From an optimization exercise on the open Yosys and OpenROAD flow, aimed at small area and a short achievable clock period; shortcuts taken in it are not production practice. The RTL was checked by simulation tests, not by an equivalence proof against the original design. Power and IR drop assume default switching activity. The flow treats the clock pin as an ideal source, which a real chip does not have.

## run A
==> flow/design.v <==
package bbox_pkg;
    localparam int COORD_W = 24;
    localparam int RADIX = 10;
    localparam int MSAA_SHIFT = RADIX - 3;
    localparam int NUM_VERTS = 3;
    typedef logic signed [COORD_W-1:0] coord_t;
    typedef logic [3:0] msaa_t;
    function automatic logic less17(input logic [16:0] a, input logic [16:0] b);
        logic [16:0] lt, gt;
        lt = ~a & b;
        gt = a & ~b;
        for (int step = 1; step < 17; step = step * 2) begin
            for (int i = 0; i + step < 17; i = i + 2 * step) begin
                lt[i] = lt[i+step] | (~gt[i+step] & lt[i]);
                gt[i] = gt[i+step] | (~lt[i+step] & gt[i]);
            end
        end
        less17 = lt[0];
    endfunction
    function automatic logic less16(input logic [15:0] a, input logic [15:0] b);
        logic [15:0] lt, gt;
        lt = ~a & b;
        gt = a & ~b;
        for (int step = 1; step < 16; step = step * 2) begin
            for (int i = 0; i + step < 16; i = i + 2 * step) begin
                lt[i] = lt[i+step] | (~gt[i+step] & lt[i]);
                gt[i] = gt[i+step] | (~lt[i+step] & gt[i]);
            end
        end
        less16 = lt[0];
    endfunction
endpackage
module bbox_extent (
    input  logic [3*17-1:0]              f,      
    input  logic [bbox_pkg::COORD_W-2:0] lim,    
    output logic [2:0]                   lt,     
    output logic [2:0]                   gt      
);
    logic [16:0] f0, f1, f2;
    assign f0 = f[0*17 +: 17] ^ 17'h10000;
    assign f1 = f[1*17 +: 17] ^ 17'h10000;
    assign f2 = f[2*17 +: 17] ^ 17'h10000;
    assign lt[0] = bbox_pkg::less17(f0, f1);
    assign lt[1] = bbox_pkg::less17(f0, f2);
    assign lt[2] = bbox_pkg::less17(f1, f2);
    always_comb begin
        for (int v = 0; v < 3; v++) begin
            gt[v] = ~f[v*17 + 16] & bbox_pkg::less16(lim[bbox_pkg::COORD_W-2:7], f[v*17 +: 16]);
        end
    end
endmodule
module bbox_snap (
    input  logic [3:0] msaa,
    output logic [2:0] keep     
);
    assign keep = 3'd0 - msaa[2:0];
endmodule
module bbox_clip (
    input  logic [3*17-1:0]              f,         
    input  logic [2:0]                   lt,        
    input  logic [2:0]                   gt,        
    input  logic [bbox_pkg::COORD_W-2:0] lim,       
    output logic [15:0]                  lo,        
    output logic [bbox_pkg::COORD_W-2:0] hi,        
    output logic                         on_screen
);
    logic [2:0]  min_sel, max_sel, neg;
    logic        min_gt, max_gt, min_neg, max_neg;
    logic [15:0] fmin, fmax;
    assign min_sel[0] = lt[0] & lt[1];
    assign min_sel[1] = ~min_sel[0] & lt[2];
    assign min_sel[2] = ~min_sel[0] & ~lt[2];
    assign max_sel[0] = ~lt[0] & ~lt[1];
    assign max_sel[1] = ~max_sel[0] & ~lt[2];
    assign max_sel[2] = ~max_sel[0] & lt[2];
    assign neg = {f[3*17-1], f[2*17-1], f[17-1]};
    assign min_gt  = |(min_sel & gt);
    assign max_gt  = |(max_sel & gt);
    assign min_neg = |(min_sel & neg);
    assign max_neg = |(max_sel & neg);
    always_comb begin
        fmin = '0;
        fmax = '0;
        for (int v = 0; v < 3; v++) begin
            if (min_sel[v]) fmin = fmin | f[v*17 +: 16];
            if (max_sel[v]) fmax = fmax | f[v*17 +: 16];
        end
    end
    assign lo        = min_neg ? 16'b0 : fmin;
    assign hi        = max_gt ? lim : {fmax, 7'b0};
    assign on_screen = ~min_gt & ~max_neg;
endmodule
module bbox_pipe #(
    parameter int DW = 1
) (
    input  logic          clk,
    input  logic          rst_n,
    input  logic          stall,
    input  logic          valid_d,
    input  logic [DW-1:0] data_d,
    output logic          valid_q,
    output logic [DW-1:0] data_q
);
    always_ff @(posedge clk) begin
        if (!rst_n) begin
            valid_q <= 1'b0;
        end else if (!stall) begin
            valid_q <= valid_d;
        end
    end
    always_ff @(posedge clk) begin
        if (!stall) begin
            data_q <= data_d;
        end
    end
endmodule
module bbox_top (
    input  logic          clk,
    input  logic          rst_n,
    input  logic [143:0]  tri_in,
    input  logic          tri_valid,
    input  logic          stall,
    input  logic [47:0]   screen,
    input  logic [3:0]    msaa,
    output logic [143:0]  tri_out,
    output logic [95:0]   box,
    output logic          box_valid
);
    localparam int W = bbox_pkg::COORD_W;
    logic [2:0]   keep_in;
    logic         v0;
    logic [143:0] t0;
    logic [45:0]  s0;
    logic [2:0]   k0;
    bbox_snap u_snap (
        .msaa (msaa),
        .keep (keep_in)
    );
    bbox_pipe #(.DW(144 + 46 + 3)) u_s0 (
        .clk     (clk),
        .rst_n   (rst_n),
        .stall   (stall),
        .valid_d (tri_valid & ~screen[W-1] & ~screen[2*W-1]),
        .data_d  ({tri_in, screen[W +: W-1], screen[0 +: W-1], keep_in}),
        .valid_q (v0),
        .data_q  ({t0, s0, k0})
    );
    logic [5:0] lt_d, gt_d;
    for (genvar a = 0; a < 2; a++) begin : g_cmp
        logic [3*17-1:0] f;
        for (genvar v = 0; v < 3; v++) begin : g_vert
            assign f[v*17 +: 17] = {t0[(v*2+a)*W+10 +: W-10], t0[(v*2+a)*W+7 +: 3] & k0};
        end
        bbox_extent u_extent (
            .f   (f),
            .lim (s0[a*(W-1) +: W-1]),
            .lt  (lt_d[a*3 +: 3]),
            .gt  (gt_d[a*3 +: 3])
        );
    end
    logic         v1;
    logic [143:0] t1;
    logic [45:0]  s1;
    logic [2:0]   k1;
    logic [5:0]   lt1, gt1;
    bbox_pipe #(.DW(144 + 46 + 3 + 12)) u_s1 (
        .clk     (clk),
        .rst_n   (rst_n),
        .stall   (stall),
        .valid_d (v0),
        .data_d  ({t0, s0, k0, lt_d, gt_d}),
        .valid_q (v1),
        .data_q  ({t1, s1, k1, lt1, gt1})
    );
    logic [1:0]  on_screen;
    logic [31:0] lo_d;
    logic [45:0] hi_d;
    for (genvar a = 0; a < 2; a++) begin : g_box
        logic [3*17-1:0] f;
        for (genvar v = 0; v < 3; v++) begin : g_vert
            assign f[v*17 +: 17] = {t1[(v*2+a)*W+10 +: W-10], t1[(v*2+a)*W+7 +: 3] & k1};
        end
        bbox_clip u_clip (
            .f         (f),
            .lt        (lt1[a*3 +: 3]),
            .gt        (gt1[a*3 +: 3]),
            .lim       (s1[a*(W-1) +: W-1]),
            .lo        (lo_d[a*16 +: 16]),
            .hi        (hi_d[a*(W-1) +: W-1]),
            .on_screen (on_screen[a])
        );
    end
    logic         v2;
    logic [143:0] t2;
    logic [31:0]  lo2;
    logic [45:0]  hi2;
    bbox_pipe #(.DW(144 + 32 + 46)) u_s2 (
        .clk     (clk),
        .rst_n   (rst_n),
        .stall   (stall),
        .valid_d (v1 & (&on_screen)),
        .data_d  ({t1, lo_d, hi_d}),
        .valid_q (v2),
        .data_q  ({t2, lo2, hi2})
    );
    assign tri_out   = t2;
    assign box_valid = v2;
    for (genvar a = 0; a < 2; a++) begin : g_out
        assign box[a*W +: W]     = {1'b0, lo2[a*16 +: 16], 7'b0};
        assign box[(2+a)*W +: W] = {1'b0, hi2[a*(W-1) +: W-1]};
    end
endmodule
==> flow/config.mk <==
export PLATFORM = sky130hd
export DESIGN_NAME = bbox_top
export DESIGN_NICKNAME = bbox_top
export VERILOG_FILES = /design/flow/design.v
export SDC_FILE = /design/flow/constraint.sdc
export NUM_CORES = 4
export LEC_CHECK = 0
export CAP_MARGIN = 20
export CORE_MARGIN = 2
export CORE_UTILIZATION = 40
export SETUP_SLACK_MARGIN = 5.0
export SLEW_MARGIN = 20
==> flow/constraint.sdc <==
create_clock -name core_clock -period 7.5 [get_ports {clk}]
set_input_delay 1.5000 -clock core_clock [delete_from_list [all_inputs] [get_ports {clk}]]
set_output_delay 1.5000 -clock core_clock [all_outputs]
set_load 0.01 [all_outputs]
standard.sh (not shown) runs the stock make flow with config.mk's settings and CLKGATE_MAP_FILE= SYNTH_SCRIPT=/design/flow/synth_recipe.tcl, a recipe that flattens the netlist after the stock synthesis.
==> flow/flow/run.sh <==
#!/bin/bash
cp standard.sh standard_sh.txt
export ADDER_MAP_FILE=
export BUFFER_PORTS_ARGS="-buffer_cell sky130_fd_sc_hd__buf_1"
export CTS_ARGS="-sink_clustering_enable -repair_clock_nets -dont_use_dummy_load -buf_list {sky130_fd_sc_hd__clkbuf_4 sky130_fd_sc_hd__clkbuf_8 sky130_fd_sc_hd__clkbuf_16} ${CTS_EXTRA:-}"
export PRE_RESIZE_TCL=$PWD/flow/pre_resize.tcl
bash standard.sh > standard.log 2>&1
==> flow/flow/pre_resize.tcl <==
# Limit fanout so repair_design builds buffer trees for wide nets (stall)
set_max_fanout 20 [current_design]
Run A: flow completed, timing, DRC and antenna clean
Setup changes, run A to run B
diff --git a/flow/flow/run.sh b/flow/flow/run.sh
--- a/flow/flow/run.sh
+++ b/flow/flow/run.sh
@@ -3,4 +3,5 @@
 export ADDER_MAP_FILE=
 export BUFFER_PORTS_ARGS="-buffer_cell sky130_fd_sc_hd__buf_1"
+export CTS_EXTRA="-sink_clustering_size 30 -sink_clustering_max_diameter 100"
 export CTS_ARGS="-sink_clustering_enable -repair_clock_nets -dont_use_dummy_load -buf_list {sky130_fd_sc_hd__clkbuf_4 sky130_fd_sc_hd__clkbuf_8 sky130_fd_sc_hd__clkbuf_16} ${CTS_EXTRA:-}"
 export PRE_RESIZE_TCL=$PWD/flow/pre_resize.tcl
--- outcome ---
- Between run B and run A, the difference in routed wire length per instance is negligible.
- Going from run A to run B, routing usage on met2 now sits lower; first-pass GRT wire length fell by about 1.6%; sequential share of layout area went up by 2.2 points.
- Against run A, final layout net count in run B fell slightly.
- [compare] base=run A new=run B: worst-case reg-to-reg path depth has remained practically unchanged; total power after layout shrank by 14%; maximum number of pins on one net before global-route repair now sits higher; post-route worst hold slack fell by 0.032 ns.
- ~same routing usage on met1 in run B and run A
- Looking at area growth from synthesis to layout, run B sits below run A.
[inputs] run C vs run B
- CORE_UTILIZATION: 40 -> 60
==> flow/flow/pre_resize.tcl <==
# Limit fanout so repair_design builds buffer trees for wide nets (stall)
set_max_fanout 60 [current_design]
# Keep the output port buffers at their minimum size
set_dont_touch [get_cells output*]
Notes after the runs:
- Run C: done, clean on timing, DRC and antenna
- Summary — cell area after placement, run C relative to run B: lower, by 2.7%.
- Taking run B as the reference, in run C final area now smaller; post-route clock period utilization comparable; post-layout total power now smaller; standby leakage power now smaller; number of antenna violations at the first check in global routing now smaller.
- Summary of run C over run B: share of total power in the clock network decreased 0.9 points, pin slew with the least headroom to its limit +0.25 ns.
Edits applied to the flow inputs when going from run C to run D:
- CORE_UTILIZATION changed from 60 to 40
- SETUP_SLACK_MARGIN changed from 5.0 to 4.7
==> flow/flow/pre_resize.tcl <==
# Limit fanout so repair_design builds buffer trees for wide nets (stall)
set_max_fanout 20 [current_design]
==> results.txt <==
- Run D against run C: worst-case clock buffer depth comparable; final cell count now larger; final worst slack now smaller; layout overhead on the synthesized area now larger.
- Total DRC errors in the routed layout came out exactly the same in run C and run D.
## Diff of input files: run E against run D
- SETUP_SLACK_MARGIN changed from 4.7 to 5.0
- ABC_AREA newly set to 1
- Run D reports its dominant combinational cell family by area after synthesis as compound AO/OA/AOI/OAI gates while run E reports simple AND/OR/NAND/NOR gates.
- First-iteration DRC count | run E above run D
- Delta(layout overhead on the synthesized area, run E - run D) > 0
- The setup slack of run E is larger than that of run D.
- Of run E and run D, the lower mean instance size in the synthesized netlist belongs to run E.
- primary input to flop as the startpoint-to-endpoint class of the critical path was reported by run D, and flop to output pin by run E.
Changes in run F relative to run E:
- swapping 40 for 60 in CORE_UTILIZATION
- swapping 5.0 for 4.8 in SETUP_SLACK_MARGIN
- clearing ABC_AREA, which used to be 1
==> flow/flow/run.sh <==
#!/bin/bash
# The standard layout (standard.sh), with these changes:
# - no adder extraction in synthesis, so abc maps the comparators itself
# - port buffers start as buf_1
# - CTS without dummy loads, with larger sink clusters
# - a fanout limit for the buffering step, so the stall net gets a buffer tree
# Each tool's full output goes to the ORFS logs under orfs/logs; make's own
# output goes to standard.log.
cp standard.sh standard_sh.txt
export ADDER_MAP_FILE=
export BUFFER_PORTS_ARGS="-buffer_cell sky130_fd_sc_hd__buf_1"
export CTS_ARGS="-sink_clustering_enable -repair_clock_nets -dont_use_dummy_load -buf_list {sky130_fd_sc_hd__clkbuf_4 sky130_fd_sc_hd__clkbuf_8 sky130_fd_sc_hd__clkbuf_16} -sink_clustering_size 30 -sink_clustering_max_diameter 100"
export PRE_RESIZE_TCL=$PWD/flow/pre_resize.tcl
bash standard.sh > standard.log 2>&1
### Flow results
- In the flow results for run E and run F, the mean routed wirelength per cell is larger on run F.
- Final net count ended up 503 lower on run F than on run E.
- Run E has higher initial antenna violation count than run F.
- Overall power shrinks by a few percent when moving from run E to run F.

## separate check: timing with driven ports
The flow's constraints put no driver on any port. The routed layouts listed below were extracted and timed again, unchanged, in two steps.
Step 1: set_driving_cell puts a clkbuf_16 on clk and a buf_2 on each other input, an assumption about the parent block.
Step 2 also shifts input and output timing later by t, the mid clock arrival at the registers, as if the neighbouring blocks saw the same clock.
Three values: ideal ports, drivers, drivers and shift; two values: the first two.
run | shift t [ns] | setup slack, ns | clock arrival spread, ns | slew at the worst register clock pin (ns) | pins driven straight from the clock port
run A | 0.633 | 4.794 / 4.735 / 4.445 | 0.055 / 0.055 | 0.06 / 0.06 | 1
run B | 0.632 | 4.766 / 4.711 / 4.410 | 0.090 / 0.090 | 0.11 / 0.11 | 1
run C | 0.630 | 4.760 / 4.704 / 4.451 | 0.045 / 0.046 | 0.12 / 0.12 | 1
run D | 0.633 | 4.743 / 4.707 / 4.145 | 0.094 / 0.093 | 0.11 / 0.11 | 1
run E | 0.643 | 4.747 / 4.693 / 4.293 | 0.057 / 0.057 | 0.11 / 0.11 | 1
run F | 0.629 | 4.775 / 4.717 / 4.282 | 0.032 / 0.032 | 0.12 / 0.12 | 1
After both steps every run listed still meets setup and hold. For run D, which loses most, drivers alone change the setup slack by -0.036 ns; drivers and shift together by -0.598 ns.
